Background: an optimization exercise with open tools, aiming at small area, a short achievable clock period and few clock cycles per item. Do not read the settings as production practice. Function was not checked in any run shown here: the RTL went through the layout flow alone. No activity file was given, so power comes from the tool's default toggle rates.

## flow/config.mk

```make
export PLATFORM = sky130hd
export DESIGN_NAME = tablet_adaptive_delta_decoder_unit
export DESIGN_NICKNAME = tablet_adaptive_delta_decoder_unit
export VERILOG_FILES = /design/flow/design.v
export SDC_FILE = /design/flow/constraint.sdc
export NUM_CORES = 4
export LEC_CHECK = 0
export ABC_AREA = 1
export ABC_CLOCK_PERIOD_IN_PS = 4000
export CAP_MARGIN = 20
export CORE_MARGIN = 2
export CORE_UTILIZATION = 40
export CTS_BUF_LIST = sky130_fd_sc_hd__clkbuf_8
export CTS_CLUSTER_DIAMETER = 60
export CTS_CLUSTER_SIZE = 16
export PLACE_DENSITY = 0.75
export SLEW_MARGIN = 20
export TNS_END_PERCENT = 10
```

## flow/constraint.sdc

```tcl
create_clock -name core_clock -period 10.0 [get_ports {clk}]
set_input_delay 2.0000 -clock core_clock [delete_from_list [all_inputs] [get_ports {clk}]]
set_output_delay 2.0000 -clock core_clock [all_outputs]
set_load 0.01 [all_outputs]
```

## flow/design.v

```verilog
package tadd_pkg;
    localparam int TOOLS_DEF     = 2;
    localparam int SHIFT_MAX_DEF = 15;
    localparam int CHANNELS      = 7;
    localparam logic [2:0] CH_LOC_X  = 3'd0;
    localparam logic [2:0] CH_LOC_Y  = 3'd1;
    localparam logic [2:0] CH_TILT_X = 3'd2;
    localparam logic [2:0] CH_TILT_Y = 3'd3;
    localparam logic [2:0] CH_PRESS  = 3'd4;
    localparam logic [2:0] CH_Z      = 3'd5;
    localparam logic [2:0] CH_ROT    = 3'd6;
    localparam logic [2:0] CH_UNUSED = 3'd7;
    localparam logic ACT_DELTA = 1'b0;
    localparam logic ACT_LOAD  = 1'b1;
    localparam logic REG_MAX_X = 1'b0;
    localparam logic REG_MAX_Y = 1'b1;
    localparam logic [6:0]  PRESS_BIG = 7'h40;
    localparam logic [15:0] PRESS_MAX = 16'h03ff;
    localparam logic [15:0] TILT_MAX  = 16'h007f;
    localparam logic [15:0] ROT_MAX   = 16'h0e0e;
    localparam logic [15:0] HOLD_VAL  = 16'h0009;
    localparam logic [3:0]  HOLD_CODE = 4'hf;
    typedef logic signed [2:0] shift_chg_t;
    typedef struct packed {
        logic        action;
        logic        tool;
        logic [2:0]  channel;
        logic [4:0]  raw_code;
        logic [15:0] load_value;
        logic [3:0]  load_shift;
    } item_t;
    typedef struct packed {
        logic [15:0] raw;
        logic [3:0]  shift;
        logic        hold;
    } entry_t;
    typedef struct packed {
        logic [15:0] value;
        logic [3:0]  step_out;
        logic        held;
    } result_t;
endpackage
import tadd_pkg::*;
module tadd_code (
    input  logic [2:0]  channel,
    input  logic [4:0]  code,
    output logic [3:0]  mag,
    output logic        big,
    output logic        neg,
    output logic        hcode,      
    output logic [2:0]  chg         
);
    logic is_loc, is_press, is_rot;
    assign is_loc   = (channel[2:1] == 2'b00);
    assign is_press = (channel[2:1] == 2'b10);
    assign is_rot   = (channel == CH_ROT);
    always_comb
    begin
        if (is_loc)
        begin
            mag = code[3:0];
            neg = code[4];
        end
        else if (is_rot)
        begin
            mag = {2'b00, code[1:0]};
            neg = code[2];
        end
        else
        begin
            mag = {1'b0, code[2:0]};
            neg = code[3];
        end
    end
    assign big   = is_press && (code[2:0] == 3'd7);
    assign hcode = (code[3:0] == HOLD_CODE);
    always_comb
    begin
        if (is_loc)
        begin
            if (mag == 4'd0)
                chg = 3'b110;
            else if (mag <= 4'd7)
                chg = 3'b111;
            else if (mag == 4'd15)
                chg = 3'b010;
            else
                chg = 3'b000;
        end
        else if (is_rot)
        begin
            case (mag[1:0])
                2'd0:    chg = 3'b111;
                2'd2:    chg = 3'b001;
                2'd3:    chg = 3'b010;
                default: chg = 3'b000;
            endcase
        end
        else if (big)
            chg = 3'b000;
        else
        begin
            case (mag[2:0])
                3'd0:    chg = 3'b101;
                3'd1:    chg = 3'b110;
                3'd2:    chg = 3'b111;
                3'd3:    chg = 3'b111;
                3'd6:    chg = 3'b001;
                3'd7:    chg = 3'b010;
                default: chg = 3'b000;
            endcase
        end
    end
endmodule
module tadd_add
#(
    parameter int W = 16
) (
    input  logic [W-1:0] a,
    input  logic [W-1:0] b,
    input  logic         cin,
    output logic [W-1:0] sum,
    output logic         cout
);
    localparam int L = $clog2(W);
    logic [W-1:0] p0, g [L+1], p [L+1];
    always_comb
    begin
        p0   = a ^ b;
        g[0] = a & b;
        p[0] = p0;
        g[0][0] = g[0][0] | (p0[0] & cin);
        p[0][0] = 1'b0;
        for (int l = 0; l < L; l++)
            for (int i = 0; i < W; i++)
            begin
                if ((i >> l) % 2 == 1)
                begin
                    g[l+1][i] = g[l][i] | (p[l][i] & g[l][((i >> l) << l) - 1]);
                    p[l+1][i] = p[l][i] & p[l][((i >> l) << l) - 1];
                end
                else
                begin
                    g[l+1][i] = g[l][i];
                    p[l+1][i] = p[l][i];
                end
            end
        sum  = p0 ^ {g[L][W-2:0], cin};
        cout = g[L][W-1];
    end
endmodule
module tadd_carry
#(
    parameter int W = 16
) (
    input  logic [W-1:0] a,
    input  logic [W-1:0] b,
    input  logic         cin,
    output logic         cout
);
    logic [W-1:0] sum_unused;
    tadd_add #(.W(W)) u_add (.a(a), .b(b), .cin(cin), .sum(sum_unused), .cout(cout));
endmodule
module tadd_update (
    input  logic        action,     
    input  logic [2:0]  channel,
    input  logic [15:0] opnd,       
    input  logic        neg,
    input  logic        ovf,        
    input  logic        hcode,      
    input  logic [3:0]  f,          
    input  logic [2:0]  chg,        
    input  logic [15:0] raw0,
    input  logic        hold0,
    input  logic [15:0] max_x,
    input  logic [15:0] max_y,
    output logic [15:0] raw_n,
    output logic [3:0]  shift_n,
    output logic        hold_n,
    output logic [15:0] value
);
    logic        is_loc, is_tilt, is_press, is_rot;
    logic [5:0]  sh_sum;
    logic [15:0] hi, nh;
    logic [15:0] r;
    logic        rc;
    logic [15:0] cs_s, cs_c;
    logic        tc;
    logic        gt, lo_c, hi_c, hold_d, pin;
    logic [15:0] clamped;
    assign is_loc   = (channel[2:1] == 2'b00);
    assign is_tilt  = (channel[2:1] == 2'b01);
    assign is_press = (channel[2:1] == 2'b10);
    assign is_rot   = (channel == CH_ROT);
    assign sh_sum = {2'b00, f} + {{3{chg[2]}}, chg};
    always_comb
    begin
        if (sh_sum[5])
            shift_n = 4'd0;
        else if (sh_sum[4])
            shift_n = 4'd15;
        else
            shift_n = sh_sum[3:0];
    end
    always_comb
    begin
        if (is_loc)
            hi = channel[0] ? max_y : max_x;
        else if (is_tilt)
            hi = TILT_MAX;
        else if (is_rot)
            hi = ROT_MAX;
        else
            hi = PRESS_MAX;
    end
    assign nh = ~hi;
    tadd_add #(.W(16)) u_r (.a(raw0), .b(opnd), .cin(neg), .sum(r), .cout(rc));
    assign cs_s = raw0 ^ opnd ^ nh;
    assign cs_c = (raw0 & opnd) | (raw0 & nh) | (opnd & nh);
    tadd_carry #(.W(16)) u_t (.a(cs_s), .b({cs_c[14:0], neg}), .cin(1'b0), .cout(tc));
    assign gt = tc ^ cs_c[15] ^ rc;
    assign lo_c = !is_rot && neg && (ovf || !rc);
    assign hi_c = gt || (!is_rot && !neg && (ovf || rc));
    assign hold_d = is_press ? (hold0 ? neg : hcode) : hold0;
    assign pin    = is_press && hold_d;
    always_comb
    begin
        if (pin)
            clamped = HOLD_VAL;
        else if (lo_c)
            clamped = 16'd0;
        else if (hi_c)
            clamped = hi;
        else
            clamped = r;
    end
    always_comb
    begin
        if (action == ACT_LOAD)
        begin
            raw_n  = opnd;
            hold_n = hold0;
            value  = opnd;
        end
        else
        begin
            raw_n  = clamped;
            hold_n = hold_d;
            value  = clamped;
        end
    end
endmodule
import tadd_pkg::*;
module tablet_adaptive_delta_decoder_unit
#(
    parameter int TOOLS     = TOOLS_DEF,
    parameter int SHIFT_MAX = SHIFT_MAX_DEF
) (
    input  logic        clk,
    input  logic        rst_n,
    input  logic        din_valid,
    output logic        din_ready,
    input  logic        din_action,
    input  logic        din_tool,
    input  logic [2:0]  din_channel,
    input  logic [4:0]  din_raw_code,
    input  logic [15:0] din_load_value,
    input  logic [3:0]  din_load_shift,
    output logic        dout_valid,
    input  logic        dout_ready,
    output logic [15:0] dout_value,
    output logic [3:0]  dout_step_out,
    output logic        dout_held,
    input  logic        psel,
    input  logic        penable,
    input  logic        pwrite,
    input  logic [2:0]  paddr,
    input  logic [31:0] pwdata,
    output logic [31:0] prdata,
    output logic        pready
);
    logic [15:0] max_x_reg, max_y_reg;
    logic        cfg_wr;
    assign pready = 1'b1;
    assign cfg_wr = psel && penable && pwrite;
    assign prdata = {16'd0, (paddr[2] == REG_MAX_Y) ? max_y_reg : max_x_reg};
    always_ff @(posedge clk or negedge rst_n)
    begin
        if (!rst_n)
        begin
            max_x_reg <= 16'hffff;
            max_y_reg <= 16'hffff;
        end
        else if (cfg_wr)
        begin
            if (paddr[2] == REG_MAX_X)
                max_x_reg <= pwdata[15:0];
            else
                max_y_reg <= pwdata[15:0];
        end
    end
    logic s1_valid_reg, out_valid_reg, clr1_reg, clr2_reg;
    logic out_free, s1_adv, in_ready;
    assign out_free  = !out_valid_reg || dout_ready;
    assign s1_adv    = s1_valid_reg && out_free;
    assign in_ready  = !s1_valid_reg || out_free;
    assign din_ready = in_ready && !clr1_reg && !clr2_reg;
    always_ff @(posedge clk or negedge rst_n)
    begin
        if (!rst_n)
        begin
            s1_valid_reg  <= 1'b0;
            out_valid_reg <= 1'b0;
            clr1_reg      <= 1'b1;
            clr2_reg      <= 1'b1;
        end
        else
        begin
            clr1_reg <= 1'b0;
            clr2_reg <= clr1_reg;
            if (din_ready)
                s1_valid_reg <= din_valid;
            if (out_free)
                out_valid_reg <= s1_valid_reg;
        end
    end
    localparam int DEPTH = 14;
    logic [15:0] raw_mem   [DEPTH];
    logic [3:0]  shift_mem [DEPTH];
    logic [DEPTH-1:0] hold_mem;
    function automatic logic [DEPTH-1:0] entry_sel(input logic tool, input logic [2:0] ch);
        for (int e = 0; e < DEPTH; e++)
            entry_sel[e] = (tool == (e >= 7)) && (ch == 3'(e % 7));
    endfunction
    logic        s1_action_reg;
    logic [2:0]  s1_channel_reg;
    logic [15:0] s1_opnd_reg;       
    logic        s1_neg_reg, s1_ovf_reg, s1_hcode_reg;
    logic [3:0]  s1_f_reg;          
    logic [2:0]  s1_chg_reg;        
    logic [DEPTH-1:0] s1_sel_reg;   
    logic [DEPTH-1:0] in_sel, we;
    logic        in_unused, in_zero, in_load, s1_same;
    logic [3:0]  in_sh0, shift_n;
    logic [3:0]  in_mag;
    logic        in_big, in_neg, in_hcode, in_ovf;
    logic [2:0]  in_chg;
    logic [6:0]  in_base;
    logic [21:0] in_delta;
    assign in_sel    = entry_sel(din_tool, din_channel);
    assign in_unused = (din_channel == CH_UNUSED);
    assign in_zero   = in_unused || clr1_reg;
    assign in_load   = (din_action == ACT_LOAD) || in_zero;
    assign s1_same   = s1_valid_reg && |(s1_sel_reg & in_sel);
    assign we        = clr2_reg ? '1 : s1_adv ? s1_sel_reg : '0;
    always_comb
    begin
        in_sh0 = 4'd0;
        for (int e = 0; e < DEPTH; e++)
            if (in_sel[e])
                in_sh0 = in_sh0 | shift_mem[e];
        if (s1_same)
            in_sh0 = shift_n;
    end
    tadd_code u_code (
        .channel (din_channel),
        .code    (din_raw_code),
        .mag     (in_mag),
        .big     (in_big),
        .neg     (in_neg),
        .hcode   (in_hcode),
        .chg     (in_chg)
    );
    assign in_base  = in_big ? PRESS_BIG : {3'b000, in_mag};
    assign in_delta = 22'(in_base) << in_sh0;
    assign in_ovf   = |in_delta[21:16] && (din_channel != CH_ROT);
    always_ff @(posedge clk)
    begin
        if (in_ready)
        begin
            s1_action_reg  <= in_load;
            s1_channel_reg <= din_channel;
            s1_sel_reg     <= clr1_reg ? '0 : in_sel;
            s1_neg_reg     <= in_neg;
            s1_ovf_reg     <= in_ovf;
            s1_hcode_reg   <= in_hcode;
            if (in_zero)
            begin
                s1_opnd_reg <= 16'd0;
                s1_f_reg    <= 4'd0;
                s1_chg_reg  <= 3'd0;
            end
            else if (din_action == ACT_LOAD)
            begin
                s1_opnd_reg <= din_load_value;
                s1_f_reg    <= din_load_shift;
                s1_chg_reg  <= 3'd0;
            end
            else
            begin
                s1_opnd_reg <= in_delta[15:0] ^ {16{in_neg}};
                s1_f_reg    <= in_sh0;
                s1_chg_reg  <= in_chg;
            end
        end
    end
    logic [15:0] raw0, raw_n, value;
    logic        hold0, hold_n;
    always_comb
    begin
        raw0  = 16'd0;
        hold0 = 1'b0;
        for (int e = 0; e < DEPTH; e++)
            if (s1_sel_reg[e])
            begin
                raw0 = raw0 | raw_mem[e];
                if (e % 7 == 4 || e % 7 == 5)
                    hold0 = hold0 | hold_mem[e];
            end
    end
    tadd_update u_update (
        .action     (s1_action_reg),
        .channel    (s1_channel_reg),
        .opnd       (s1_opnd_reg),
        .neg        (s1_neg_reg),
        .ovf        (s1_ovf_reg),
        .hcode      (s1_hcode_reg),
        .f          (s1_f_reg),
        .chg        (s1_chg_reg),
        .raw0       (raw0),
        .hold0      (hold0),
        .max_x      (max_x_reg),
        .max_y      (max_y_reg),
        .raw_n      (raw_n),
        .shift_n    (shift_n),
        .hold_n     (hold_n),
        .value      (value)
    );
    always_ff @(posedge clk)
    begin
        for (int e = 0; e < DEPTH; e++)
            if (we[e])
            begin
                raw_mem[e]   <= raw_n;
                shift_mem[e] <= shift_n;
                if (e % 7 == 4 || e % 7 == 5)
                    hold_mem[e] <= hold_n;
            end
    end
    tadd_pkg::result_t out_reg;
    logic [15:0] out_raw0_reg;
    logic        out_mean_reg;
    logic [15:0] out_sum;
    logic        out_sum_c;
    always_ff @(posedge clk)
    begin
        if (s1_adv)
        begin
            out_reg      <= {value, shift_n, hold_n};
            out_raw0_reg <= raw0;
            out_mean_reg <= !s1_action_reg && (s1_channel_reg[2:1] == 2'b00);
        end
    end
    tadd_add #(.W(16)) u_mean (.a(out_reg.value), .b(out_raw0_reg), .cin(1'b0),
                               .sum(out_sum), .cout(out_sum_c));
    assign dout_valid    = out_valid_reg;
    assign dout_value    = out_mean_reg ? {out_sum_c, out_sum[15:1]} : out_reg.value;
    assign dout_step_out = out_reg.step_out;
    assign dout_held     = out_reg.held;
endmodule
```

## flow/flow/run.sh

```bash
#!/bin/bash
# The standard layout, with synthesis leaving adders to abc instead of
# mapping them to the half and full adder cells first, the port buffers
# made of plain buf_2 cells, and timing repair aimed at a setup slack of
# 5.5 ns (the clock period and constraints are unchanged).
export ADDER_MAP_FILE=
export BUFFER_PORTS_ARGS="-buffer_cell sky130_fd_sc_hd__buf_2"
export SETUP_SLACK_MARGIN=5.5
bash standard.sh > standard.log 2>&1
```

## flow/standard.sh

```bash
#!/bin/bash
# synth_recipe.tcl (not shown) runs the flow's synth.tcl, then flattens the netlist and writes it again
# the make line also repeats each setting of config.mk as NAME=value (left out here)
make -C /OpenROAD-flow-scripts/flow DESIGN_CONFIG=/design/flow/config.mk WORK_HOME=/design/flow/orfs CLKGATE_MAP_FILE= SYNTH_SCRIPT=/design/flow/synth_recipe.tcl "${@:-finish}"
```

==> metrics.md, run 1 <==
| Metric | Value |
|---|---|
| Sw Share | 37.43% |
| Max-slew violations | 0 |
| CTS buffer count | 35 |
| Clk buf depth | 3 |
| Worst path buffer plus inverter count | 11 |
| Crit path kind | reg2out |
| Status | complete, no violations |
| WHS | 0.4985 ns |
| Synth-to-layout area growth | 13.86% |
| Drt drc | 0 |
| Mux cell area share after synthesis | 0% |
| Adder-Cell Fraction of Synth Area | 0% |
| Syn Inst Count | 2082 |
| Compound-Gate Fraction of Synth Area | 7.771% |
| Hold Fails Final Rpt | 0 |
| RSZ-0062 raised after global routing | yes |
| Crit-path cells | xor2_1, nand2_1, buf_4, buf_4, buf_4, buf_4, buf_4, buf_4, buf_4, buf_4, buf_4, buf_4, nand2_1, o21ai_1, buf_2 |
| Rel. slew slack | 25.79% |
| CTS tree | built |
| CP Capture Point | dout_value[0] |
| Syn avg cell area | 9.589 um^2 |
| Die area | 51710 um^2 |
| Max stage delay on crit path | 0.43 ns |
| Final #Nets | 2316 |
| Initial antenna violation count | 1 |
| Die X | 227.4 um |
| R2r endpoint | raw_mem[5][6]$_DFFE_PP_ |
| Vias in the first global route | 14691 |
| Clk root buf | clkbuf_8 |
| Post-layout minimum cycle time | 5.073 ns |
| Cell internal pwr | 3369 uW |
| Total Routing Usage GR | 20.65% |
| Commonest non-fill, non-tap cells in the layout | 638 x nand2_1, 366 x edfxtp_1, 197 x inv_1 |
| First-pass DRT Iterations | 5 |
| Startpoint Class | register |
| Hold Crit Class | reg2reg |
| Psw | 2016 uW |
| Power density over the cells | 236.9 nW/um^2 |
| WP data required | 8.00 ns |
| Core area | 49150 um^2 |
| CP arrival | 3.07 ns |
| Critical Path Sink Type | output pin |
| Final Wtd Congestion | 0.9135 |
| Max reg flops | 224 |
| Worst R2R Start | s1_sel_reg[7]$_SDFFCE_PP0N_ |
| Drt initial violations | 1563 |
| DR vias | 15566 |
| Reg2reg path depth | 18 |
| Worst-Skew Late Latency | 0.63 ns |
| Fmax | 0.1971 GHz |
| CP Depth | 15 |
| Die Y | 227.4 um |
| Hold Crit Depth | 2 |
| Most used cell, CP | buf_4 |
| Final period util | 50.73% |
| GR Overflow Total | 0 |
| Placed wire-length estimate | 35360 um |
| Sequential power share | 47.1% |
| Worst Skew | 0.06691 ns |
| Slowest cell on the critical path | edfxtp_1 |
| Comb power frac | 35.1% |
| CP delay by family, top | buffers and inverters |
| Post-Route WL | 54500 um |
| Final core occ | 46.24% |
| Max-Cap Viols | 0 |
| Leakage | 0.009684 uW |
| Fin Setup TNS | 0 ns |
| Largest net degree at the start of global routing | 40 |
| H-tree level count | 2 |
| Port bufs | 92 |
| Worst-Margin Slew | 1.106 ns |
| Wire length per cell | 18.62 um |
| Clock transition at the registers of the reported paths | 0.10 ns |
| First-pass GRT wire length | 81050 um |
| Crit path from | out_raw0_reg[1]$_DFFE_PP_ |
| Commonest non-fill, non-tap cell in the layout | nand2_1 |
| Syn. warnings | 8 |
| Starting Density | 40.62% |
| Row count | 81 |
| Synth Area in XOR/XNOR | 1.272% |
| Simple-gate share of the synthesized area | 23.97% |
| Mapped Area | 19960 um^2 |
| Largest family of logic cells by synthesized area | simple AND/OR/NAND/NOR gates |
| Clock Sink Count | 402 |
| Routed Antenna Nets | 0 |
| Clock power frac | 17.8% |
| R2r setup slk | 5.32 ns |
| CP Max Fanout | 2 |
| Routed vias/inst | 5.318 |
| Synth unique cells | 56 |
| Register bit total from synthesis | 402 |
| Setup violators final | 0 |
| Maximum vdd drop | 0.2106 mV |
| I/O pins | 128 |
| Share of layout cells above drive strength 1 | 20.11% |
| Register area share after synthesis | 59.78% |
-- stage by stage --
step / setup WS [ns] / area, um^2 / total power (uW) / instances
2_1_floorplan: 5.346 / 20060 / 3764 / 2098
3_3_place_gp: 4.656 / 20870 / 4176 / 2780
3_5_place_dp: 4.615 / 20870 / 4244 / 2780
4_1_cts: 4.974 / 21910 / 5252 / 2862
5_1_grt: 4.848 / 22730 / 5682 / 2927
6_report: 4.927 / 22730 / 5385 / 2927
-- cell families after synthesis --
group / after synthesis
and+or+nand+nor: 1096
DFF: 402
buffers and inverters: 295
AOI/OAI and AO/OA: 258
xor gates and xnor gates: 29
other: 2
-- area by class of cell --
cell class                 instances  area [um^2]
inverter                         210        823.3
antenna                            1        2.502
sequential                       402        11930
multi-input combinational       1404         7048
clock buffer                      35        481.7
clock inverter                    20        178.9
timing repair buffer             191         1431
fill                            4442        26420
tap                              664        830.8
-- synthesized netlist by cell type, drive strengths merged --
cell    count  share of area [%]
nand2     688                 13
edfxtp    366                 55
inv       209                3.9
nor2      179                3.8
nand3     151                4.1
o21ai     138                3.5
buf        63                2.8
a21oi      62                1.7
nand4      45                1.5
dfstp      34                4.5
clkbuf     22               0.41
xor2       19               0.83
nor3       14               0.45
o22ai      13               0.66
o211ai     11               0.44
a221oi     10               0.44
xnor2      10               0.44
nand3b      7               0.26
a31oi       6               0.22
or2         6               0.20
a21boi      4               0.21
a22o        4               0.18
nor4        3              0.094
o31ai       3               0.11
and3        2              0.063
conb        2              0.038
dfrtp       2               0.25
o21bai      2              0.075
o221ai      2              0.088
a22oi       1              0.038
a31o        1              0.044
and2        1              0.031
clkinv      1              0.019
o21a        1              0.038
-- worst min path at each step --
stage,to,slack (ns),start
final,max_x_reg[4]$_DFFE_PN1P_,0.50,max_x_reg[4]$_DFFE_PN1P_
after global routing,clr2_reg$_DFF_PN1_,0.51,clr1_reg$_DFF_PN1_
after CTS,clr2_reg$_DFF_PN1_,0.49,clr1_reg$_DFF_PN1_
after detailed placement,clr2_reg$_DFF_PN1_,0.48,clr1_reg$_DFF_PN1_
after global placement,clr2_reg$_DFF_PN1_,0.47,clr1_reg$_DFF_PN1_
after floorplan,clr2_reg$_DFF_PN1_,0.39,clr1_reg$_DFF_PN1_
-- power groups by stage --
stage          clock [uW]  sequential (uW)  combinational, uW
4_1_cts               967             2570               1720
5_1_grt              1030             2570               2080
3_5_place_dp            0             2600               1640
6_report              957             2540               1890
2_1_floorplan           0             2500               1270
3_3_place_gp            0             2580               1600
-- worst register-to-register path, stage by stage, from the launching register on --
cell and delay [ns]:
edfxtp_1 0.96, nand2_1 0.11, nand3_1 0.12, nor2_1 0.04, nand3_1 0.29, or2_1 0.19, nand2_2 0.08, o21ai_2 0.19
nand2_1 0.08, nand2_1 0.10, nand2_1 0.07, nand2_2 0.10, nand2_2 0.08, nand2_4 0.13, a21oi_2 0.13, or2_4 0.27
a21boi_4 0.49, nand3_1 0.22, o21ai_1 0.63
-- timing repair --
item / CTS / global route
resized for setup: 42 / 52
setup buffers: 23 / 62
hold buffers: 0 / 0
setup endpoints to repair: 154 / 291
pin swaps: 17 / 12
gates cloned: 4 / 1
-- layer usage --
| layer | routed length (um) | vias up | part of all wire (%) | track usage [%] |
|---|---|---|---|---|
| met5 | 0 | - | 0 | 0 |
| met4 | 2055 | 0 | 3.8 | 7.822 |
| met3 | 5411 | 125 | 9.9 | 3.498 |
| met2 | 25190 | 747 | 46 | 33.39 |
| met1 | 21840 | 7400 | 40 | 27.91 |
| li1 | - | 7294 | - | - |
==> run 2, diff against run 1 <==
--- a/flow/config.mk
+++ b/flow/config.mk
@@ -5,7 +5,6 @@
 export SDC_FILE = /design/flow/constraint.sdc
 export NUM_CORES = 4
 export LEC_CHECK = 0
-export ABC_AREA = 1
 export ABC_CLOCK_PERIOD_IN_PS = 4000
 export CAP_MARGIN = 20
 export CORE_MARGIN = 2
==> run 2 against run 1 <==
Maximum frequency decreased by 16%. Synthesized cell count fell by 26%. Worst setup slack got worse by 0.95 ns. Sequential share of layout area down 0.71 points. Register-to-register slack got worse by 0.16 ns. Global-route usage shrank 0.27 points. Utilization grew 1.1 points.
==> metrics.md, run 2 <==
| Metric | Value |
|---|---|
| Count leader, synth | edfxtp_1 |
| Fmax | 0.1661 GHz |
| Worst-Skew Late Latency | 0.65 ns |
| Starting Density | 40.33% |
| Drt initial violations | 1707 |
| H-tree level count | 1 |
| Ant. Diodes | 0 |
| Final #Nets | 1798 |
| Maximum vdd drop | 0.1672 mV |
| Share of layout cells above drive strength 1 | 29.87% |
| WHS | 0.4792 ns |
| Vias in the first global route | 13576 |
| Core area | 48650 um^2 |
| First-pass DRT Iterations | 5 |
| Rel. slew slack | 16.76% |
| Total Routing Usage GR | 20.38% |
| Max-slew violations | 0 |
| CP arrival | 4.02 ns |
| Die area | 50830 um^2 |
| Crit path kind | reg2out |
| Area share of the largest cell type after synthesis | 56.02% |
| Synth unique cells | 82 |
| Startpoint Class | register |
| RSZ-0062 raised after global routing | yes |
| R2r setup slk | 5.16 ns |
| Syn avg cell area | 12.74 um^2 |
| Psw | 1773 uW |
| Placed wire-length estimate | 33430 um |
| Max reg flops | 224 |
| Number of fill cells | 4142 |
| Worst Skew | 0.02645 ns |
| Initial antenna violation count | 0 |
| Max stage delay on crit path | 0.61 ns |
| Clock transition at the registers of the reported paths | 0.11 ns |
| Sequential power share | 47.2% |
| Worst-Margin Slew | 1.249 ns |
| Syn. warnings | 8 |
| Cell internal pwr | 3402 uW |
| DR vias | 14142 |
| Routed Antenna Nets | 0 |
| Post-layout minimum cycle time | 6.019 ns |
| Post-synth top cells | 366 x edfxtp_1, 114 x a22oi_1, 108 x nand2_1 |
| Final Wtd Congestion | 0.8962 |
| Mapped Area | 19620 um^2 |
| Most used cell, CP | maj3_2 |
| DP Area | 20660 um^2 |
| Commonest non-fill, non-tap cells in the layout | 366 x edfxtp_1, 125 x buf_4, 107 x a22oi_1 |
| Power density over the cells | 224.6 nW/um^2 |
| WP data required | 8.00 ns |
| Commonest non-fill, non-tap cell in the layout | edfxtp_1 |
| Slowest cell on the critical path | or4_4 |
| Power consumption | 5176 uW |
| Register bit total from synthesis | 402 |
| Clock power frac | 16.6% |
| Critical Path Sink Type | output pin |
| Hold Crit Class | reg2reg |
| Largest net degree at the start of global routing | 49 |
| Max-Cap Viols | 0 |
| Register area share after synthesis | 60.83% |
| CTS tree | built |
| Main synth FF type | edfxtp_1 |
| First-pass GRT wire length | 79120 um |
| Final period util | 60.19% |
| GR Overflow Total | 0 |
| CP Max Fanout | 4 |
| CTS buffer count | 31 |
| Clk root buf | clkbuf_8 |
| Wire length per cell | 22.98 um |
| Clock Sink Count | 402 |
| Routed vias/inst | 5.985 |
| I/O pins | 128 |
| Post-Route WL | 54310 um |
| Post-route cell area | 23040 um^2 |
| EDFF count, synth | 366 |
| Crit-path cells | and3_4, a2111oi_4, or4_4, a211oi_4, a311oi_4, maj3_2, a21oi_4, maj3_2, o221ai_4, a22oi_2, nor2_1, a221oi_2, buf_2 |
| Synth-to-layout area growth | 17.44% |
| Clk buf depth | 3 |
| Hold Fails Final Rpt | 0 |
| Syn Inst Count | 1540 |
| Synth top area cells | edfxtp_1 56%, dfstp_2 4.6%, a22oi_1 4.4% |
| Port bufs | 92 |
| Comb power frac | 36.1% |
| Sw Share | 34.27% |
| Leakage | 0.008596 uW |
| Async SR Flop Fraction | 8.955% |
| Status | complete, no violations |
| Setup violators final | 0 |
| Synth area leader | edfxtp_1 |
| Drt drc | 0 |
| Fin Setup TNS | 0 ns |
| Die Y | 225.5 um |
| Die X | 225.5 um |
| Row count | 81 |
==> run 2: cell families (layout without fill, tap and decap cells) <==
| family | Yosys count | after routing | share of synthesized area, % |
|---|---|---|---|
| AO/OA/AOI/OAI | 400 | 401 | 14.53 |
| XOR/XNOR | 72 | 72 | 3.495 |
| adder cells (fa/ha/maj) | 28 | 28 | 1.460 |
| buffers and inverters | 156 | 340 | 4.037 |
| flip-flops | 402 | 402 | 60.83 |
| multiplexers | 125 | 125 | 6.939 |
| other | 2 | 18 | 0.03828 |
| AND/OR/NAND/NOR | 355 | 355 | 8.674 |
==> run 2: metrics by stage <==
stage	std cells	utilization, %	worst slack (ns)
2_1_floorplan	1556	-	5.051
3_3_place_gp	2190	42.48	4.128
3_5_place_dp	2190	42.48	3.969
4_1_cts	2319	45.79	4.047
5_1_grt	2363	47.36	3.815
6_report	2363	47.36	3.981
==> run 2: power by group through the flow <==
stage | clock network (uW) | logic [uW] | registers, uW
3_3_place_gp | 0 | 1360 | 2490
2_1_floorplan | 0 | 1100 | 2390
3_5_place_dp | 0 | 1390 | 2510
6_report | 862 | 1870 | 2440
5_1_grt | 922 | 1990 | 2470
4_1_cts | 860 | 1650 | 2430
==> run 2: timing repair <==
item / 4_1_cts / 5_1_grt
resized for setup: 41 / 80
setup buffers: 80 / 43
setup endpoints to repair: 288 / 289
cloned: 1 / 1
hold endpoints to repair: 0 / 0
hold buffers: 0 / 0
pin swaps: 20 / 21
==> run 2: final timing paths <==
path / from / end / depth (start not counted)
min reg2reg: clr1_reg$_DFF_PN1_ / clr2_reg$_DFF_PN1_ / 0
min: clr1_reg$_DFF_PN1_ / clr2_reg$_DFF_PN1_ / 0
max reg2reg: s1_sel_reg[1]$_SDFFCE_PP0N_ / raw_mem[11][12]$_DFFE_PP_ / 16
max in group asynchronous: rst_n / out_valid_reg$_DFFE_PN0P_ / 1
max: out_reg[6]$_DFFE_PP_ / dout_value[14] / 13
min in group asynchronous: rst_n / s1_valid_reg$_DFFE_PN0P_ / 1
==> run 2: area by class of cell <==
type / count / area, um^2 / area share (%)
timing repair buffer: 244 / 1908 / 8.281
inverter: 48 / 183.9 / 0.7983
sequential: 402 / 11930 / 51.79
tap: 622 / 778.2 / 3.378
clock inverter: 16 / 117.6 / 0.5105
multi-input combinational: 999 / 7679 / 33.33
clock buffer: 32 / 440.4 / 1.911
==> run 2: layer usage <==
layer	part of all wire, %	vias up	global-route usage, %
met5	0	-	0
met4	2.8	0	5.405
met3	11	123	3.299
met2	47	833	33.53
met1	38	6923	28.06
li1	-	6263	-
==> run 2: worst max-delay path: cells and delay by family (launching register included) <==
kind / cells / cell delay [ns]
adder cells (fa/ha/maj): 2 / 0.60
buffers and inverters: 1 / 0.18
flip-flops: 1 / 0.54
AND/OR/NAND/NOR: 3 / 0.99
AO/OA/AOI/OAI: 7 / 1.07
==> run 3, diff against run 2 <==
--- a/flow/design.v
+++ b/flow/design.v
@@ -181,13 +181,16 @@
 );
     logic        is_loc, is_tilt, is_press, is_rot;
     logic [5:0]  sh_sum;
-    logic [15:0] hi, nh;
+    logic [15:0] hi, nh, dm;
     logic [15:0] r;
     logic        rc;
     logic [15:0] cs_s, cs_c;
     logic        tc;
     logic        gt, lo_c, hi_c, hold_d, pin;
     logic [15:0] clamped;
+    logic [15:0] avg_nc, avg_hi;
+    logic        avg_hi_c;
+    logic [15:0] avg;
     assign is_loc   = (channel[2:1] == 2'b00);
     assign is_tilt  = (channel[2:1] == 2'b01);
     assign is_press = (channel[2:1] == 2'b10);
@@ -214,9 +217,10 @@
             hi = PRESS_MAX;
     end
     assign nh = ~hi;
-    tadd_add #(.W(16)) u_r (.a(raw0), .b(opnd), .cin(neg), .sum(r), .cout(rc));
-    assign cs_s = raw0 ^ opnd ^ nh;
-    assign cs_c = (raw0 & opnd) | (raw0 & nh) | (opnd & nh);
+    assign dm = opnd ^ {16{neg}};
+    tadd_add #(.W(16)) u_r (.a(raw0), .b(dm), .cin(neg), .sum(r), .cout(rc));
+    assign cs_s = raw0 ^ dm ^ nh;
+    assign cs_c = (raw0 & dm) | (raw0 & nh) | (dm & nh);
     tadd_carry #(.W(16)) u_t (.a(cs_s), .b({cs_c[14:0], neg}), .cin(1'b0), .cout(tc));
     assign gt = tc ^ cs_c[15] ^ rc;
     assign lo_c = !is_rot && neg && (ovf || !rc);
@@ -234,6 +238,18 @@
         else
             clamped = r;
     end
+    tadd_add #(.W(16)) u_avg_nc (.a(raw0), .b({neg, dm[15:1]}), .cin(neg && dm[0]),
+                                 .sum(avg_nc), .cout());
+    tadd_add #(.W(16)) u_avg_hi (.a(raw0), .b(hi), .cin(1'b0), .sum(avg_hi), .cout(avg_hi_c));
+    always_comb
+    begin
+        if (lo_c)
+            avg = {1'b0, raw0[15:1]};
+        else if (hi_c)
+            avg = {avg_hi_c, avg_hi[15:1]};
+        else
+            avg = avg_nc;
+    end
     always_comb
     begin
         if (action == ACT_LOAD)
@@ -246,7 +262,7 @@
         begin
             raw_n  = clamped;
             hold_n = hold_d;
-            value  = clamped;
+            value  = is_loc ? avg : clamped;
         end
     end
 endmodule
@@ -345,8 +361,9 @@
     logic [3:0]  in_mag;
     logic        in_big, in_neg, in_hcode, in_ovf;
     logic [2:0]  in_chg;
-    logic [6:0]  in_base;
-    logic [21:0] in_delta;
+    logic [15:0] in_sh_hot;
+    logic [3:0]  in_magx;
+    logic [15:0] in_delta;
     assign in_sel    = entry_sel(din_tool, din_channel);
     assign in_unused = (din_channel == CH_UNUSED);
     assign in_zero   = in_unused || clr1_reg;
@@ -371,9 +388,31 @@
         .hcode   (in_hcode),
         .chg     (in_chg)
     );
-    assign in_base  = in_big ? PRESS_BIG : {3'b000, in_mag};
-    assign in_delta = 22'(in_base) << in_sh0;
-    assign in_ovf   = |in_delta[21:16] && (din_channel != CH_ROT);
+    assign in_magx = in_big ? 4'd0 : in_mag;
+    always_comb
+    begin
+        for (int k = 0; k < 16; k++)
+            in_sh_hot[k] = (in_sh0 == 4'(k));
+        for (int i = 0; i < 16; i++)
+        begin
+            in_delta[i] = 1'b0;
+            for (int j = 0; j < 4; j++)
+                if (i >= j)
+                    in_delta[i] = in_delta[i] | (in_magx[j] && in_sh_hot[i-j]);
+            if (i >= 6)
+                in_delta[i] = in_delta[i] | (in_big && in_sh_hot[i-6]);
+        end
+        in_ovf = 1'b0;
+        for (int k = 0; k < 16; k++)
+        begin
+            for (int j = 0; j < 4; j++)
+                if (k + j >= 16)
+                    in_ovf = in_ovf | (in_magx[j] && in_sh_hot[k]);
+            if (k + 6 >= 16)
+                in_ovf = in_ovf | (in_big && in_sh_hot[k]);
+        end
+        in_ovf = in_ovf && (din_channel != CH_ROT);
+    end
     always_ff @(posedge clk)
     begin
         if (in_ready)
@@ -398,7 +437,7 @@
             end
             else
             begin
-                s1_opnd_reg <= in_delta[15:0] ^ {16{in_neg}};
+                s1_opnd_reg <= in_delta;
                 s1_f_reg    <= in_sh0;
                 s1_chg_reg  <= in_chg;
             end
@@ -448,23 +487,13 @@
             end
     end
     tadd_pkg::result_t out_reg;
-    logic [15:0] out_raw0_reg;
-    logic        out_mean_reg;
-    logic [15:0] out_sum;
-    logic        out_sum_c;
     always_ff @(posedge clk)
     begin
         if (s1_adv)
-        begin
-            out_reg      <= {value, shift_n, hold_n};
-            out_raw0_reg <= raw0;
-            out_mean_reg <= !s1_action_reg && (s1_channel_reg[2:1] == 2'b00);
-        end
+            out_reg <= {value, shift_n, hold_n};
     end
-    tadd_add #(.W(16)) u_mean (.a(out_reg.value), .b(out_raw0_reg), .cin(1'b0),
-                               .sum(out_sum), .cout(out_sum_c));
     assign dout_valid    = out_valid_reg;
-    assign dout_value    = out_mean_reg ? {out_sum_c, out_sum[15:1]} : out_reg.value;
+    assign dout_value    = out_reg.value;
     assign dout_step_out = out_reg.step_out;
     assign dout_held     = out_reg.held;
 endmodule
--- a/flow/config.mk
+++ b/flow/config.mk
@@ -5,6 +5,7 @@
 export SDC_FILE = /design/flow/constraint.sdc
 export NUM_CORES = 4
 export LEC_CHECK = 0
+export ABC_AREA = 1
 export ABC_CLOCK_PERIOD_IN_PS = 4000
 export CAP_MARGIN = 20
 export CORE_MARGIN = 2
==> run 3 against run 2 <==
Die area is 6.5% higher. Sequential share of layout area shrank 2.1 points. Clock power down 0.8%. Sequential power shrank 2%. Still clean. Wire length increased by 10%. Total power rose by 14%. Register-to-register slack gained 0.44 ns. Synthesized cell count rose by 54%. Global-route usage increased by 1.4 points. First-iteration DRC count grew 27%. Flip-flop and latch count fell by 17. Utilization down 2.7 points.
==> metrics.md, run 3 <==
| Metric | Value |
|---|---|
| Vias in the first global route | 16023 |
| Die area | 54120 um^2 |
| Final #Nets | 2553 |
| Worst-Margin Slew | 1.107 ns |
| Die X | 232.6 um |
| Reg2reg path depth | 17 |
| CTS tree | built |
| Worst-Skew Late Latency | 0.67 ns |
| Syn avg cell area | 8.845 um^2 |
| Maximum vdd drop | 0.1466 mV |
| Synth unique cells | 66 |
| Worst Skew | 0.04132 ns |
| Routed Antenna Nets | 0 |
| Post-route worst setup slack | 5.381 ns |
| Clk buf depth | 3 |
| Post-Route WL | 59850 um |
| Initial antenna violation count | 1 |
| Critical Path Sink Type | output pin |
| Hold Crit Depth | 2 |
| Max-Cap Viols | 0 |
| Mapped Area | 20910 um^2 |
| Synth top area cells | edfxtp_1 50%, nand2_1 15%, nand3_1 4.8% |
| Final period util | 46.19% |
| H-tree level count | 1 |
| Hold Fails Final Rpt | 0 |
| Hold Crit Class | reg2reg |
| Total Routing Usage GR | 21.80% |
| Commonest non-fill, non-tap cell in the layout | nand2_1 |
| Startpoint Class | input port |
| Hold Buf Count CTS | 0 |
| Clock transition at the registers of the reported paths | 0.09 ns |
| Final Instance Count excl. Fillers | 3183 |
| Clock Sink Count | 385 |
| Main synth FF type | edfxtp_1 |
| Post-synth top cells | 829 x nand2_1, 349 x edfxtp_1, 222 x inv_1 |
| Rel. slew slack | 25.93% |
| Max reg flops | 224 |
| Final core occ | 44.66% |
| Async SR Flop Fraction | 9.351% |
| CTS buffer count | 31 |
| R2r setup slk | 5.60 ns |
| WP data required | 8.00 ns |
| Drt initial violations | 2168 |
| Commonest non-fill, non-tap cells in the layout | 825 x nand2_1, 349 x edfxtp_1, 230 x inv_1 |
| Number of fill cells | 4910 |
| CP Max Fanout | 4 |
| CP arrival | 2.62 ns |
| Pre-CTS setup slack | 4.400 ns |
| Syn Inst Count | 2364 |
| Status | complete, no violations |
| Max stage delay on crit path | 0.16 ns |
| Fmax | 0.2165 GHz |
| Core area | 51510 um^2 |
| Die Y | 232.6 um |
| Setup violators final | 0 |
| Post-route cell area | 23010 um^2 |
| Crit-path cells | buf_2, inv_12, nand3_4, nand3_2, inv_2, buf_2 |
| Max-slew violations | 0 |
| Syn. warnings | 8 |
| Fin Setup TNS | 0 ns |
| Area share of the largest cell type after synthesis | 50.12% |
| Leakage | 0.01010 uW |
| Row count | 83 |
| Share of layout cells above drive strength 1 | 15.99% |
| Final Wtd Congestion | 0.9636 |
| EDFF count, synth | 349 |
| Power density over the cells | 255.8 nW/um^2 |
| DR vias | 17262 |
| Count leader, synth | nand2_1 |
| Register bit total from synthesis | 385 |
| GR Overflow Total | 0 |
| Clk root buf | clkbuf_8 |
| Most used cell, CP | buf_2 |
| Placed wire-length estimate | 40610 um |
| Largest net degree at the start of global routing | 40 |
| Routed vias/inst | 5.423 |
| Port bufs | 92 |
| Cells after DPL | 3081 |
| First-pass DRT Iterations | 7 |
| RSZ-0062 raised after global routing | yes |
| Register area share after synthesis | 54.63% |
| Crit path kind | in2out |
| I/O pins | 128 |
| Area of the multi-input gates | 8055 um^2 |
| FF+latch area | 11420 um^2 |
| DP Area | 21730 um^2 |
| First-pass GRT wire length | 90590 um |
| Synth-to-layout area growth | 10.02% |
| Post-layout minimum cycle time | 4.619 ns |
| Starting Density | 40.59% |
| Drt drc | 0 |
| Wire length per cell | 18.80 um |
| Synth area leader | edfxtp_1 |
| Slowest cell on the critical path | buf_2 |
[run 3: final timing paths]
| check | start | to |
|---|---|---|
| worst max-delay path | dout_ready | din_ready |
| worst min-delay path | max_x_reg[4]$_DFFE_PN1P_ | max_x_reg[4]$_DFFE_PN1P_ |
| worst max register to register | s1_sel_reg[11]$_SDFFCE_PP0N_ | raw_mem[11][0]$_DFFE_PP_ |
| worst min register to register | max_x_reg[4]$_DFFE_PN1P_ | max_x_reg[4]$_DFFE_PN1P_ |
| max in group asynchronous | rst_n | s1_valid_reg$_DFFE_PN0P_ |
| min in group asynchronous | rst_n | out_valid_reg$_DFFE_PN0P_ |
[run 3: cells by family after synthesis]
logic type	Yosys count	share of synthesized area (%)
AO/OA/AOI/OAI	247	7.079
XOR/XNOR	50	2.310
buffers and inverters	348	8.317
flip-flops	385	54.63
other	2	0.03592
AND/OR/NAND/NOR	1332	27.63
[run 3: worst max-delay path: cells and delay by family]
kind,cells,cell delay [ns]
buf+inv,4,0.45
simple gates,2,0.18
[run 3: report_power, final]
group	internal [uW]	leakage (uW)	switching, uW	total [uW]
Clock	335	0.000350	521	855
Combinational	780	0.00577	1840	2620
Sequential	2270	0.00399	134	2400
[run 3: routing by layer]
| layer | GRT usage [%] | up-vias | part of all wire, % |
|---|---|---|---|
| met5 | 0 | - | 0 |
| met4 | 7.325 | 0 | 3.6 |
| met3 | 3.836 | 113 | 11 |
| met2 | 34.47 | 922 | 45 |
| met1 | 30.30 | 8149 | 41 |
| li1 | - | 8078 | - |
[run 3: final cells by class]
cell class                      instances  area share, %
Sequential cell                       385          49.65
Multi-Input combinational cell       1649          35.01
Inverter                              257          4.280
Antenna cell                            1        0.01088
Tap cell                              680          3.698
Clock buffer                           32          1.914
Clock inverter                         22         0.6961
Timing Repair Buffer                  157          4.732
[run 3: timing repair]
action	in CTS	in global routing
resized for setup	34	16
gates cloned	2	0
endpoints found under the setup margin	245	257
setup buffers	22	23
pin swaps	1	3
[run 3: through the flow]
step | total power [uW] | hold WS (ns)
finish | 5884 | 0.4985
global placement | 4858 | 0.4709
floorplan | 4306 | 0.3851
global route | 6269 | 0.5075
detailed placement | 4915 | 0.4779
CTS | 5795 | 0.4907
==> run 4, diff against run 3 <==
--- a/flow/design.v
+++ b/flow/design.v
@@ -164,12 +164,8 @@
 module tadd_update (
     input  logic        action,     
     input  logic [2:0]  channel,
-    input  logic [15:0] opnd,       
-    input  logic        neg,
-    input  logic        ovf,        
-    input  logic        hcode,      
+    input  logic [15:0] pay,        
     input  logic [3:0]  f,          
-    input  logic [2:0]  chg,        
     input  logic [15:0] raw0,
     input  logic        hold0,
     input  logic [15:0] max_x,
@@ -180,8 +176,12 @@
     output logic [15:0] value
 );
     logic        is_loc, is_tilt, is_press, is_rot;
+    logic [3:0]  mag, magx;
+    logic        big, neg, hcode, ovf;
+    logic [2:0]  chg;
+    logic [15:0] f_hot, delta, opnd;
     logic [5:0]  sh_sum;
-    logic [15:0] hi, nh, dm;
+    logic [15:0] hi, nh;
     logic [15:0] r;
     logic        rc;
     logic [15:0] cs_s, cs_c;
@@ -195,10 +195,43 @@
     assign is_tilt  = (channel[2:1] == 2'b01);
     assign is_press = (channel[2:1] == 2'b10);
     assign is_rot   = (channel == CH_ROT);
+    assign mag   = pay[3:0];
+    assign big   = pay[4];
+    assign neg   = pay[5];
+    assign hcode = pay[6];
+    assign chg   = pay[9:7];
+    assign magx = big ? 4'd0 : mag;
+    always_comb
+    begin
+        for (int k = 0; k < 16; k++)
+            f_hot[k] = (f == 4'(k));
+        for (int i = 0; i < 16; i++)
+        begin
+            delta[i] = 1'b0;
+            for (int j = 0; j < 4; j++)
+                if (i >= j)
+                    delta[i] = delta[i] | (magx[j] && f_hot[i-j]);
+            if (i >= 6)
+                delta[i] = delta[i] | (big && f_hot[i-6]);
+        end
+        ovf = 1'b0;
+        for (int k = 0; k < 16; k++)
+        begin
+            for (int j = 0; j < 4; j++)
+                if (k + j >= 16)
+                    ovf = ovf | (magx[j] && f_hot[k]);
+            if (k + 6 >= 16)
+                ovf = ovf | (big && f_hot[k]);
+        end
+        ovf = ovf && !is_rot;
+    end
+    assign opnd = delta ^ {16{neg}};
     assign sh_sum = {2'b00, f} + {{3{chg[2]}}, chg};
     always_comb
     begin
-        if (sh_sum[5])
+        if (action == ACT_LOAD)
+            shift_n = f;
+        else if (sh_sum[5])
             shift_n = 4'd0;
         else if (sh_sum[4])
             shift_n = 4'd15;
@@ -217,10 +250,9 @@
             hi = PRESS_MAX;
     end
     assign nh = ~hi;
-    assign dm = opnd ^ {16{neg}};
-    tadd_add #(.W(16)) u_r (.a(raw0), .b(dm), .cin(neg), .sum(r), .cout(rc));
-    assign cs_s = raw0 ^ dm ^ nh;
-    assign cs_c = (raw0 & dm) | (raw0 & nh) | (dm & nh);
+    tadd_add #(.W(16)) u_r (.a(raw0), .b(opnd), .cin(neg), .sum(r), .cout(rc));
+    assign cs_s = raw0 ^ opnd ^ nh;
+    assign cs_c = (raw0 & opnd) | (raw0 & nh) | (opnd & nh);
     tadd_carry #(.W(16)) u_t (.a(cs_s), .b({cs_c[14:0], neg}), .cin(1'b0), .cout(tc));
     assign gt = tc ^ cs_c[15] ^ rc;
     assign lo_c = !is_rot && neg && (ovf || !rc);
@@ -238,7 +270,7 @@
         else
             clamped = r;
     end
-    tadd_add #(.W(16)) u_avg_nc (.a(raw0), .b({neg, dm[15:1]}), .cin(neg && dm[0]),
+    tadd_add #(.W(16)) u_avg_nc (.a(raw0), .b({neg, opnd[15:1]}), .cin(neg && opnd[0]),
                                  .sum(avg_nc), .cout());
     tadd_add #(.W(16)) u_avg_hi (.a(raw0), .b(hi), .cin(1'b0), .sum(avg_hi), .cout(avg_hi_c));
     always_comb
@@ -254,9 +286,9 @@
     begin
         if (action == ACT_LOAD)
         begin
-            raw_n  = opnd;
+            raw_n  = pay;
             hold_n = hold0;
-            value  = opnd;
+            value  = pay;
         end
         else
         begin
@@ -350,20 +382,15 @@
     endfunction
     logic        s1_action_reg;
     logic [2:0]  s1_channel_reg;
-    logic [15:0] s1_opnd_reg;       
-    logic        s1_neg_reg, s1_ovf_reg, s1_hcode_reg;
+    logic [15:0] s1_pay_reg;        
     logic [3:0]  s1_f_reg;          
-    logic [2:0]  s1_chg_reg;        
     logic [DEPTH-1:0] s1_sel_reg;   
     logic [DEPTH-1:0] in_sel, we;
     logic        in_unused, in_zero, in_load, s1_same;
     logic [3:0]  in_sh0, shift_n;
     logic [3:0]  in_mag;
-    logic        in_big, in_neg, in_hcode, in_ovf;
+    logic        in_big, in_neg, in_hcode;
     logic [2:0]  in_chg;
-    logic [15:0] in_sh_hot;
-    logic [3:0]  in_magx;
-    logic [15:0] in_delta;
     assign in_sel    = entry_sel(din_tool, din_channel);
     assign in_unused = (din_channel == CH_UNUSED);
     assign in_zero   = in_unused || clr1_reg;
@@ -388,31 +415,6 @@
         .hcode   (in_hcode),
         .chg     (in_chg)
     );
-    assign in_magx = in_big ? 4'd0 : in_mag;
-    always_comb
-    begin
-        for (int k = 0; k < 16; k++)
-            in_sh_hot[k] = (in_sh0 == 4'(k));
-        for (int i = 0; i < 16; i++)
-        begin
-            in_delta[i] = 1'b0;
-            for (int j = 0; j < 4; j++)
-                if (i >= j)
-                    in_delta[i] = in_delta[i] | (in_magx[j] && in_sh_hot[i-j]);
-            if (i >= 6)
-                in_delta[i] = in_delta[i] | (in_big && in_sh_hot[i-6]);
-        end
-        in_ovf = 1'b0;
-        for (int k = 0; k < 16; k++)
-        begin
-            for (int j = 0; j < 4; j++)
-                if (k + j >= 16)
-                    in_ovf = in_ovf | (in_magx[j] && in_sh_hot[k]);
-            if (k + 6 >= 16)
-                in_ovf = in_ovf | (in_big && in_sh_hot[k]);
-        end
-        in_ovf = in_ovf && (din_channel != CH_ROT);
-    end
     always_ff @(posedge clk)
     begin
         if (in_ready)
@@ -420,26 +422,20 @@
             s1_action_reg  <= in_load;
             s1_channel_reg <= din_channel;
             s1_sel_reg     <= clr1_reg ? '0 : in_sel;
-            s1_neg_reg     <= in_neg;
-            s1_ovf_reg     <= in_ovf;
-            s1_hcode_reg   <= in_hcode;
             if (in_zero)
             begin
-                s1_opnd_reg <= 16'd0;
-                s1_f_reg    <= 4'd0;
-                s1_chg_reg  <= 3'd0;
+                s1_pay_reg <= 16'd0;
+                s1_f_reg   <= 4'd0;
             end
             else if (din_action == ACT_LOAD)
             begin
-                s1_opnd_reg <= din_load_value;
-                s1_f_reg    <= din_load_shift;
-                s1_chg_reg  <= 3'd0;
+                s1_pay_reg <= din_load_value;
+                s1_f_reg   <= din_load_shift;
             end
             else
             begin
-                s1_opnd_reg <= in_delta;
-                s1_f_reg    <= in_sh0;
-                s1_chg_reg  <= in_chg;
+                s1_pay_reg <= {6'd0, in_chg, in_hcode, in_neg, in_big, in_mag};
+                s1_f_reg   <= in_sh0;
             end
         end
     end
@@ -460,12 +456,8 @@
     tadd_update u_update (
         .action     (s1_action_reg),
         .channel    (s1_channel_reg),
-        .opnd       (s1_opnd_reg),
-        .neg        (s1_neg_reg),
-        .ovf        (s1_ovf_reg),
-        .hcode      (s1_hcode_reg),
+        .pay        (s1_pay_reg),
         .f          (s1_f_reg),
-        .chg        (s1_chg_reg),
         .raw0       (raw0),
         .hold0      (hold0),
         .max_x      (max_x_reg),
==> run 4 against run 3 <==
Die area decreased by 1.4%. Wire length increased by 2.8%. Design area rose by 1.1%. Synthesized area fell by 1.4%. First-iteration DRC count decreased by 13%. Utilization up 0.86 points. Combinational power decreased by 4%. Critical endpoint unchanged. Largest cell class unchanged.
==> metrics.md, run 4 <==
| Metric | Value |
|---|---|
| Hold endpoint | max_y_reg[12]$_DFFE_PN1P_ |
| Syn. warnings | 8 |
| Post-synth top cells | 922 x nand2_1, 343 x edfxtp_1, 258 x nand3_1 |
| Area share of the largest cell type after synthesis | 49.98% |
| Largest net degree at the start of global routing | 37 |
| Max stage delay on crit path | 0.14 ns |
| Initial antenna violation count | 1 |
| Setup violators final | 0 |
| Crit path kind | in2out |
| Sw Share | 42.00% |
| Worst Skew | 0.02540 ns |
| Drt drc | 0 |
| Origin of the worst min-delay path | max_y_reg[12]$_DFFE_PN1P_ |
| Clk buf depth | 3 |
| Maximum vdd drop | 0.1364 mV |
| Register area share after synthesis | 54.56% |
| R2r endpoint | raw_mem[2][6]$_DFFE_PP_ |
| I/O pins | 128 |
| Cell internal pwr | 3330 uW |
| Number of fill cells | 4825 |
| First-pass GRT wire length | 92980 um |
| Syn Inst Count | 2471 |
| Hold Buf Count CTS | 0 |
| Startpoint Class | input port |
| Synth-to-layout area growth | 12.86% |
| CTS buffer count | 31 |
| EDFF count, synth | 343 |
| Synth top area cells | edfxtp_1 50%, nand2_1 17%, nand3_1 6.3% |
| R2r setup slk | 5.61 ns |
| H-tree level count | 1 |
| Status | complete, no violations |
| Post-layout minimum cycle time | 4.518 ns |
| Routed Antenna Nets | 0 |
| Core area | 51090 um^2 |
| Die Y | 231.0 um |
| Synth unique cells | 53 |
| Commonest non-fill, non-tap cells in the layout | 899 x nand2_1, 343 x edfxtp_1, 250 x nand3_1 |
| RSZ-0062 raised after global routing | yes |
| Async SR Flop Fraction | 9.499% |
| CTS tree | built |
| Worst-Skew Late Latency | 0.66 ns |
| Hold Crit Depth | 2 |
| Die X | 231.0 um |
| Max-slew violations | 0 |
| Hold Crit Class | reg2reg |
| Psw | 2411 uW |
| Max-Cap Viols | 0 |
| Area of the multi-input gates | 8290 um^2 |
| Max reg flops | 224 |
| Commonest non-fill, non-tap cell in the layout | nand2_1 |
| FF+latch area | 11240 um^2 |
| Worst path buffer plus inverter count | 4 |
| Synth area leader | edfxtp_1 |
| Crit-path cells | buf_4, inv_12, nand3_4, nand3_2, inv_2, buf_6 |
| Mapped Area | 20610 um^2 |
| Wire length per cell | 18.59 um |
| Post-Route WL | 61530 um |
| Worst-Margin Slew | 1.108 ns |
| Routed vias/inst | 5.358 |
| Clk root buf | clkbuf_8 |
| Reg2reg path depth | 25 |
| Final core occ | 45.52% |
| Count leader, synth | nand2_1 |
| Syn avg cell area | 8.340 um^2 |
| Critical Path Sink Type | output pin |
| Post-route worst setup slack | 5.482 ns |
| Hold Fails Final Rpt | 0 |
| Vias in the first global route | 16225 |
| CP delay by family, top | buffers and inverters |
| Final #Nets | 2689 |
| WHS | 0.4949 ns |
| GR Overflow Total | 0 |
| CP arrival | 2.52 ns |
| Share of layout cells above drive strength 1 | 14.76% |
| Main synth FF type | edfxtp_1 |
| Power consumption | 5741 uW |
| Total Routing Usage GR | 22.48% |
| Leakage | 0.01063 uW |
| Final Wtd Congestion | 0.9787 |
| Clock power frac | 15.1% |
| Fin Setup TNS | 0 ns |
| WP data required | 8.00 ns |
| Die area | 53350 um^2 |
| First-pass DRT Iterations | 5 |
| Pre-CTS setup slack | 4.286 ns |
| Port bufs | 92 |
| Clock transition at the registers of the reported paths | 0.09 ns |
| Row count | 83 |
| Register bit total from synthesis | 379 |
| Fmax | 0.2214 GHz |
| Worst R2R Start | s1_pay_reg[4]$_SDFFCE_PP0N_ |
| Sequential power share | 40.9% |
| Rel. slew slack | 25.83% |
| Slowest cell on the critical path | buf_4 |
| Drt initial violations | 1883 |
| Comb power frac | 44.0% |
| Power density over the cells | 246.8 nW/um^2 |
| Starting Density | 40.33% |
| Final period util | 45.18% |
| Placed wire-length estimate | 41660 um |
| CP Max Fanout | 3 |
| Clock Sink Count | 379 |
| DR vias | 17734 |
run 4: worst register-to-register path, cell delays in order, from the launching register on:
cell,delay (ns)
edfxtp_1,0.39
buf_4,0.19
buf_4,0.17
buf_4,0.18
nand3_1,0.09
nand2_1,0.05
nor2_1,0.20
nand2_1,0.10
nand2_2,0.15
nand2_1,0.12
nand2_1,0.15
nand2_1,0.12
nor2_1,0.21
nand4_1,0.22
nor2_1,0.18
nand2_2,0.07
nand2_2,0.12
nand2_1,0.19
nand3_4,0.22
inv_2,0.14
nor3_4,0.28
buf_12,0.19
buf_4,0.12
inv_1,0.04
o21ai_0,0.17
buf_4,0.22
run 4: per-layer routing:
layer | routed length, um | vias up | track usage (%)
met4 | 1963 | 0 | 6.673
li1 | - | 8437 | -
met3 | 6587 | 123 | 4.298
met2 | 28000 | 932 | 36.43
met1 | 24980 | 8242 | 30.62
met5 | 0 | - | 0
run 4: layout make-up:
type                    count  area share [%]
multi-input cells        1759           35.64
clock inverters            13          0.6671
well taps                 680           3.658
inverters                 258           4.282
flip-flops and latches    379           48.34
clock buffers              31           1.834
repair inverters            2         0.06455
diodes                      2         0.02152
repair buffers            186           5.487
run 4: power by group through the flow:
stage	Clock (uW)	Combinational, uW	Sequential [uW]
floorplan	0	1700	2350
global placement	0	2240	2410
detailed placement	0	2280	2420
CTS	879	2380	2350
global route	937	2770	2380
finish	870	2520	2350
run 4: metrics by stage:
step / std cells / area [um^2]
after floorplan: 2487 / 20710
after global placement: 3191 / 21750
after detailed placement: 3191 / 21760
after CTS: 3288 / 22870
after global routing: 3309 / 23260
final: 3310 / 23260
run 4: repair_timing:
action | in CTS | in global routing
setup endpoints to repair | 257 | 261
pin swaps | 1 | 6
buffers inserted | 50 | 18
gates resized for setup | 16 | 69
cloned | 3 | 2
run 4: worst max path at each step:
stage                                      startpoint  cells after the start                         to  slack, ns
after floorplan                            dout_ready                      4                  din_ready       5.40
after global placement    s1_pay_reg[4]$_SDFFCE_PP0N_                     15    raw_mem[1][1]$_DFFE_PP_       4.23
after detailed placement  s1_pay_reg[4]$_SDFFCE_PP0N_                     18    raw_mem[0][1]$_DFFE_PP_       4.29
after CTS                   s1_f_reg[0]$_SDFFCE_PP0N_                     24  raw_mem[13][12]$_DFFE_PP_       5.37
after global routing        s1_f_reg[1]$_SDFFCE_PP0N_                     26      out_reg[11]$_DFFE_PP_       5.41
final                                      dout_ready                      6                  din_ready       5.48
run 4: logic make-up (layout without fill, tap and decap cells):
logic type	count (synthesis)	in the layout	share of synthesized area (%)
AND/OR/NAND/NOR	1466	1469	29.68
flip-flops	379	379	54.56
buffers and inverters	352	490	7.200
adder cells (fa/ha/maj)	1	1	0.04857
multiplexers	1	1	0.04857
AO/OA/AOI/OAI	228	228	6.642
XOR/XNOR	42	42	1.785
other	2	20	0.03644

-- separate check: timing with driven ports --
The flow's constraints put no driver on any port. The routed layouts listed below were extracted and timed again, unchanged, in two steps.
Step 1 assumes that a clkbuf_16 drives the clock port and a buf_2 every other input.
Step 2 times the ports against the registers' clock, not the clock port: input delays grow and output delays shrink by t, the midpoint of the rising clock arrivals with the driver on.
Slacks: ideal ports / drivers / drivers and shift; pairs: ideal ports / drivers.
run	t, ns	setup slack, ns	clock arrival spread, ns	worst slew at a driven data input, ns
run 1	0.647	4.927 / 4.880 / 4.994	0.067 / 0.067	0.15
run 2	0.682	3.981 / 3.931 / 4.613	0.032 / 0.032	0.08
run 3	0.699	5.381 / 5.354 / 4.747	0.042 / 0.041	0.06
run 4	0.698	5.482 / 5.439 / 4.960	0.031 / 0.030	0.06
After both steps setup and hold are still met in every run listed. For run 3, which loses most, drivers alone change the setup slack by -0.027 ns; drivers and shift together by -0.634 ns.
